This is an optimization exercise on Yosys and OpenROAD, whose aim is a short achievable clock period, not a production implementation. Function was checked by simulation only, so behaviour that the tests miss may differ from the original. Power and IR drop assume default switching activity.

== before ==
==> module icache_assoc, before the edit <==
module icache_assoc #(
  parameter int SETS        = 8,
  parameter int WAYS        = 2,
  parameter int BLOCK_WORDS = 2
) (
  input  logic        CLK,
  input  logic        RST,
  input  logic        imemREN,
  input  logic [31:0] imemaddr,
  input  logic        dmemREN,
  input  logic        dmemWEN,
  input  logic        iflush,
  output logic        ihit,
  output logic [31:0] imemload,
  output logic        iREN,
  output logic [31:0] iaddr,
  input  logic        iwait,
  input  logic [31:0] iload,
  output logic [31:0] hit_count,
  output logic [31:0] miss_count
);
  localparam int BO = $clog2(BLOCK_WORDS);
  localparam int IW = $clog2(SETS);
  localparam int TW = 30 - BO - IW;
  localparam int WW = (WAYS > 1) ? $clog2(WAYS) : 1;
  localparam int CW = (BO > 0) ? BO : 1;
  localparam logic [31:0]   OFF_MASK  = 32'(BLOCK_WORDS * 4 - 1);
  localparam logic [CW-1:0] LAST_WORD = CW'(BLOCK_WORDS - 1);
  typedef enum logic {S_LOOKUP = 1'b0, S_FILL = 1'b1} state_t;
  state_t state_q, state_d;
  logic [31:0]     data_mem [SETS][WAYS][BLOCK_WORDS];
  logic [TW-1:0]   tag_mem  [SETS][WAYS];
  logic [SETS-1:0][WAYS-1:0] valid_q, valid_d;
  logic [SETS-1:0][WAYS-1:0] nvalid_q;
  logic [SETS-1:0][WW-1:0]   ptr_q, ptr_d;
  logic [31:0]   fill_addr_q, fill_addr_d;
  logic [WW-1:0] victim_q, victim_d;
  logic [CW-1:0] word_cnt_q, word_cnt_d;
  logic [31:0]   hit_count_q, hit_count_d;
  logic [31:0]   miss_count_q, miss_count_d;
  logic [IW-1:0] req_idx;
  logic [TW-1:0] req_tag;
  logic [CW-1:0] req_off;
  logic [IW-1:0] fill_idx;
  logic [TW-1:0] fill_tag;
  logic          unused_addr_bits;
  assign req_idx          = imemaddr[BO+2 +: IW];
  assign req_tag          = imemaddr[31 -: TW];
  assign fill_idx         = fill_addr_q[BO+2 +: IW];
  assign fill_tag         = fill_addr_q[31 -: TW];
  assign unused_addr_bits = ^imemaddr[1:0];
  generate
    if (BO > 0) begin : g_off
      assign req_off = imemaddr[2 +: CW];
    end else begin : g_no_off
      assign req_off = '0;
    end
  endgenerate
  logic [SETS-1:0] set_sel;
  logic [SETS-1:0][WAYS-1:0] sw_eq, sw_match, sw_match_b;
  logic [WAYS-1:0] way_match, way_match_b;
  always_comb begin
    for (int s = 0; s < SETS; s++) begin
      set_sel[s] = (req_idx == IW'(s));
      for (int w = 0; w < WAYS; w++) begin
        sw_eq[s][w]      = (tag_mem[s][w] == req_tag);
        sw_match[s][w]   = valid_q[s][w] && sw_eq[s][w];
        sw_match_b[s][w] = !nvalid_q[s][w] && sw_eq[s][w];
      end
    end
    for (int w = 0; w < WAYS; w++) begin
      way_match[w]   = 1'b0;
      way_match_b[w] = 1'b0;
      for (int s = 0; s < SETS; s++) begin
        way_match[w]   = way_match[w] | (set_sel[s] & sw_match[s][w]);
        way_match_b[w] = way_match_b[w] | (set_sel[s] & sw_match_b[s][w]);
      end
    end
  end
  logic [WAYS-1:0][31:0] way_word;
  always_comb begin
    for (int w = 0; w < WAYS; w++)
      way_word[w] = data_mem[req_idx][w][req_off];
  end
  logic [WW-1:0] victim_sel;
  always_comb begin
    victim_sel = ptr_q[req_idx];
    for (int w = WAYS - 1; w >= 0; w--)
      if (!valid_q[req_idx][w]) victim_sel = WW'(w);
  end
  logic dmem_busy, lookup_ok, lookup_hit, miss_start, word_take, fill_last, fill_done;
  logic [WAYS-1:0] way_hit, way_hit_b;
  assign dmem_busy  = dmemREN | dmemWEN;
  assign lookup_ok  = (state_q == S_LOOKUP) && imemREN && !dmem_busy;
  assign lookup_hit = lookup_ok && (|way_match);
  assign miss_start = lookup_ok && !(|way_match) && !iflush;
  assign word_take  = (state_q == S_FILL) && !iwait;
  assign fill_last  = word_take && (word_cnt_q == LAST_WORD);
  assign fill_done  = fill_last && !iflush;
  always_comb begin
    for (int w = 0; w < WAYS; w++) begin
      way_hit[w]   = way_match[w];
      way_hit_b[w] = way_match_b[w];
    end
  end
  always_ff @(posedge CLK or posedge RST) begin
    if (RST) state_q <= S_LOOKUP;
    else     state_q <= state_d;
  end
  always_comb begin
    state_d = state_q;
    case (state_q)
      S_LOOKUP: if (miss_start) state_d = S_FILL;
      S_FILL:   if (iflush || fill_last) state_d = S_LOOKUP;
    endcase
  end
  always_comb begin
    ihit     = lookup_ok && (|way_match_b);
    imemload = '0;
    for (int w = 0; w < WAYS; w++) begin
      imemload[15:0]  = imemload[15:0] | ({16{way_hit[w]}} & (way_word[w][15:0] & {16{lookup_ok}}));
      imemload[31:16] = imemload[31:16] | ({16{way_hit_b[w]}} & (way_word[w][31:16] & {16{lookup_ok}}));
    end
    iREN     = (state_q == S_FILL);
    iaddr    = (state_q == S_FILL) ? (fill_addr_q | (32'(word_cnt_q) << 2)) : 32'd0;
  end
  always_comb begin
    valid_d      = valid_q;
    ptr_d        = ptr_q;
    fill_addr_d  = fill_addr_q;
    victim_d     = victim_q;
    word_cnt_d   = word_cnt_q;
    hit_count_d  = hit_count_q;
    miss_count_d = miss_count_q;
    if (state_q == S_LOOKUP) begin
      fill_addr_d = imemaddr & ~OFF_MASK;
      victim_d    = victim_sel;
      word_cnt_d  = '0;
    end
    if (state_q == S_FILL) valid_d[fill_idx][victim_q] = 1'b0;
    if (word_take) word_cnt_d = word_cnt_q + 1'b1;
    if (fill_done) begin
      valid_d[fill_idx][victim_q] = 1'b1;
      ptr_d[fill_idx] = (WAYS > 1) ? ptr_q[fill_idx] + 1'b1 : '0;
    end
    if (iflush) begin
      for (int s = 0; s < SETS; s++) begin
        valid_d[s] = '0;
        ptr_d[s]   = '0;
      end
    end
    if (lookup_hit && (hit_count_q != 32'hFFFF_FFFF)) hit_count_d = hit_count_q + 32'd1;
    if (miss_start && (miss_count_q != 32'hFFFF_FFFF)) miss_count_d = miss_count_q + 32'd1;
  end
  always_ff @(posedge CLK or posedge RST) begin
    if (RST) begin
      for (int s = 0; s < SETS; s++) begin
        valid_q[s]  <= '0;
        nvalid_q[s] <= '1;
        ptr_q[s]    <= '0;
      end
      fill_addr_q  <= '0;
      victim_q     <= '0;
      word_cnt_q   <= '0;
      hit_count_q  <= '0;
      miss_count_q <= '0;
    end else begin
      valid_q      <= valid_d;
      nvalid_q     <= ~valid_d;
      ptr_q        <= ptr_d;
      fill_addr_q  <= fill_addr_d;
      victim_q     <= victim_d;
      word_cnt_q   <= word_cnt_d;
      hit_count_q  <= hit_count_d;
      miss_count_q <= miss_count_d;
    end
  end
  always_ff @(posedge CLK) begin
    if (word_take) data_mem[fill_idx][victim_q][word_cnt_q] <= iload;
    if (fill_done) tag_mem[fill_idx][victim_q] <= fill_tag;
  end
  assign hit_count  = hit_count_q;
  assign miss_count = miss_count_q;
endmodule
Settings: LEC_CHECK=0, CAP_MARGIN=20, CORE_MARGIN=2, CORE_UTILIZATION=40, SETUP_SLACK_MARGIN=3.5, SLEW_MARGIN=20; clock period 7.0 ns.
run.sh (not shown) runs the stock make flow with config.mk's settings and CLKGATE_MAP_FILE= SYNTH_SCRIPT=/design/flow/synth_recipe.tcl, a recipe that flattens the netlist after the stock synthesis.
Setup changes, before to after
--- a/flow/design.v
+++ b/flow/design.v
@@ -30,9 +30,8 @@
   state_t state_q, state_d;
   logic [31:0]     data_mem [SETS][WAYS][BLOCK_WORDS];
   logic [TW-1:0]   tag_mem  [SETS][WAYS];
   logic [SETS-1:0][WAYS-1:0] valid_q, valid_d;
-  logic [SETS-1:0][WAYS-1:0] nvalid_q;
   logic [SETS-1:0][WW-1:0]   ptr_q, ptr_d;
   logic [31:0]   fill_addr_q, fill_addr_d;
   logic [WW-1:0] victim_q, victim_d;
   logic [CW-1:0] word_cnt_q, word_cnt_d;
@@ -56,26 +55,20 @@
       assign req_off = '0;
     end
   endgenerate
   logic [SETS-1:0] set_sel;
-  logic [SETS-1:0][WAYS-1:0] sw_eq, sw_match, sw_match_b;
-  logic [WAYS-1:0] way_match, way_match_b;
+  logic [SETS-1:0][WAYS-1:0] sw_match;
+  logic [WAYS-1:0] way_match;
   always_comb begin
     for (int s = 0; s < SETS; s++) begin
       set_sel[s] = (req_idx == IW'(s));
-      for (int w = 0; w < WAYS; w++) begin
-        sw_eq[s][w]      = (tag_mem[s][w] == req_tag);
-        sw_match[s][w]   = valid_q[s][w] && sw_eq[s][w];
-        sw_match_b[s][w] = !nvalid_q[s][w] && sw_eq[s][w];
-      end
+      for (int w = 0; w < WAYS; w++)
+        sw_match[s][w] = valid_q[s][w] && (tag_mem[s][w] == req_tag);
     end
     for (int w = 0; w < WAYS; w++) begin
-      way_match[w]   = 1'b0;
-      way_match_b[w] = 1'b0;
-      for (int s = 0; s < SETS; s++) begin
-        way_match[w]   = way_match[w] | (set_sel[s] & sw_match[s][w]);
-        way_match_b[w] = way_match_b[w] | (set_sel[s] & sw_match_b[s][w]);
-      end
+      way_match[w] = 1'b0;
+      for (int s = 0; s < SETS; s++)
+        way_match[w] = way_match[w] | (set_sel[s] & sw_match[s][w]);
     end
   end
   logic [WAYS-1:0][31:0] way_word;
   always_comb begin
@@ -88,21 +81,19 @@
     for (int w = WAYS - 1; w >= 0; w--)
       if (!valid_q[req_idx][w]) victim_sel = WW'(w);
   end
   logic dmem_busy, lookup_ok, lookup_hit, miss_start, word_take, fill_last, fill_done;
-  logic [WAYS-1:0] way_hit, way_hit_b;
+  logic [WAYS-1:0] way_hit;
   assign dmem_busy  = dmemREN | dmemWEN;
   assign lookup_ok  = (state_q == S_LOOKUP) && imemREN && !dmem_busy;
   assign lookup_hit = lookup_ok && (|way_match);
   assign miss_start = lookup_ok && !(|way_match) && !iflush;
   assign word_take  = (state_q == S_FILL) && !iwait;
   assign fill_last  = word_take && (word_cnt_q == LAST_WORD);
   assign fill_done  = fill_last && !iflush;
   always_comb begin
-    for (int w = 0; w < WAYS; w++) begin
-      way_hit[w]   = way_match[w];
-      way_hit_b[w] = way_match_b[w];
-    end
+    for (int w = 0; w < WAYS; w++)
+      way_hit[w] = way_match[w];
   end
   always_ff @(posedge CLK or posedge RST) begin
     if (RST) state_q <= S_LOOKUP;
     else     state_q <= state_d;
@@ -114,14 +105,12 @@
       S_FILL:   if (iflush || fill_last) state_d = S_LOOKUP;
     endcase
   end
   always_comb begin
-    ihit     = lookup_ok && (|way_match_b);
+    ihit     = lookup_hit;
     imemload = '0;
-    for (int w = 0; w < WAYS; w++) begin
-      imemload[15:0]  = imemload[15:0] | ({16{way_hit[w]}} & (way_word[w][15:0] & {16{lookup_ok}}));
-      imemload[31:16] = imemload[31:16] | ({16{way_hit_b[w]}} & (way_word[w][31:16] & {16{lookup_ok}}));
-    end
+    for (int w = 0; w < WAYS; w++)
+      imemload = imemload | ({32{way_hit[w]}} & (way_word[w] & {32{lookup_ok}}));
     iREN     = (state_q == S_FILL);
     iaddr    = (state_q == S_FILL) ? (fill_addr_q | (32'(word_cnt_q) << 2)) : 32'd0;
   end
   always_comb begin
@@ -154,20 +143,18 @@
   end
   always_ff @(posedge CLK or posedge RST) begin
     if (RST) begin
       for (int s = 0; s < SETS; s++) begin
-        valid_q[s]  <= '0;
-        nvalid_q[s] <= '1;
-        ptr_q[s]    <= '0;
+        valid_q[s] <= '0;
+        ptr_q[s]   <= '0;
       end
       fill_addr_q  <= '0;
       victim_q     <= '0;
       word_cnt_q   <= '0;
       hit_count_q  <= '0;
       miss_count_q <= '0;
     end else begin
       valid_q      <= valid_d;
-      nvalid_q     <= ~valid_d;
       ptr_q        <= ptr_d;
       fill_addr_q  <= fill_addr_d;
       victim_q     <= victim_d;
       word_cnt_q   <= word_cnt_d;
- Between before and after, the flow reports via count decreasing by a few percent.
- Compared with before, after shows final wirelength lower by about 2%.
- after ended with less post-route standard cell area excluding fillers than before.
- Diff before -> after: power share of the combinational group has decreased; maximum frequency rose by about 2.2%; initial cell density of the core flat; smallest setup slack after layout picked up an extra 0.12 ns.

## port drivers added, routing unchanged
Ports are ideal in the flow. The routed layouts listed here were re-timed in OpenROAD.
Step 1, drivers: a clkbuf_16 drives CLK and a buf_2 each remaining input, both assumed.
Step 2, shift: input delay + t, output delay - t, t = (earliest + latest rising clock arrival at the registers) / 2. This alone moves slack from input paths to output paths.
Three values: no drivers, after step 1, after step 2; two values: the first two.
run	t, ns	setup WS [ns]	hold slack, ns
before	0.885	1.500 / 1.464 / 1.464	0.467 / 0.467 / 0.467
after	0.855	1.618 / 1.585 / 1.585	0.465 / 0.465 / 0.465
After both steps setup and hold are still met in every run listed. The setup slack of before, which loses most, moves by -0.036 ns with the drivers and by -0.036 ns with both steps.
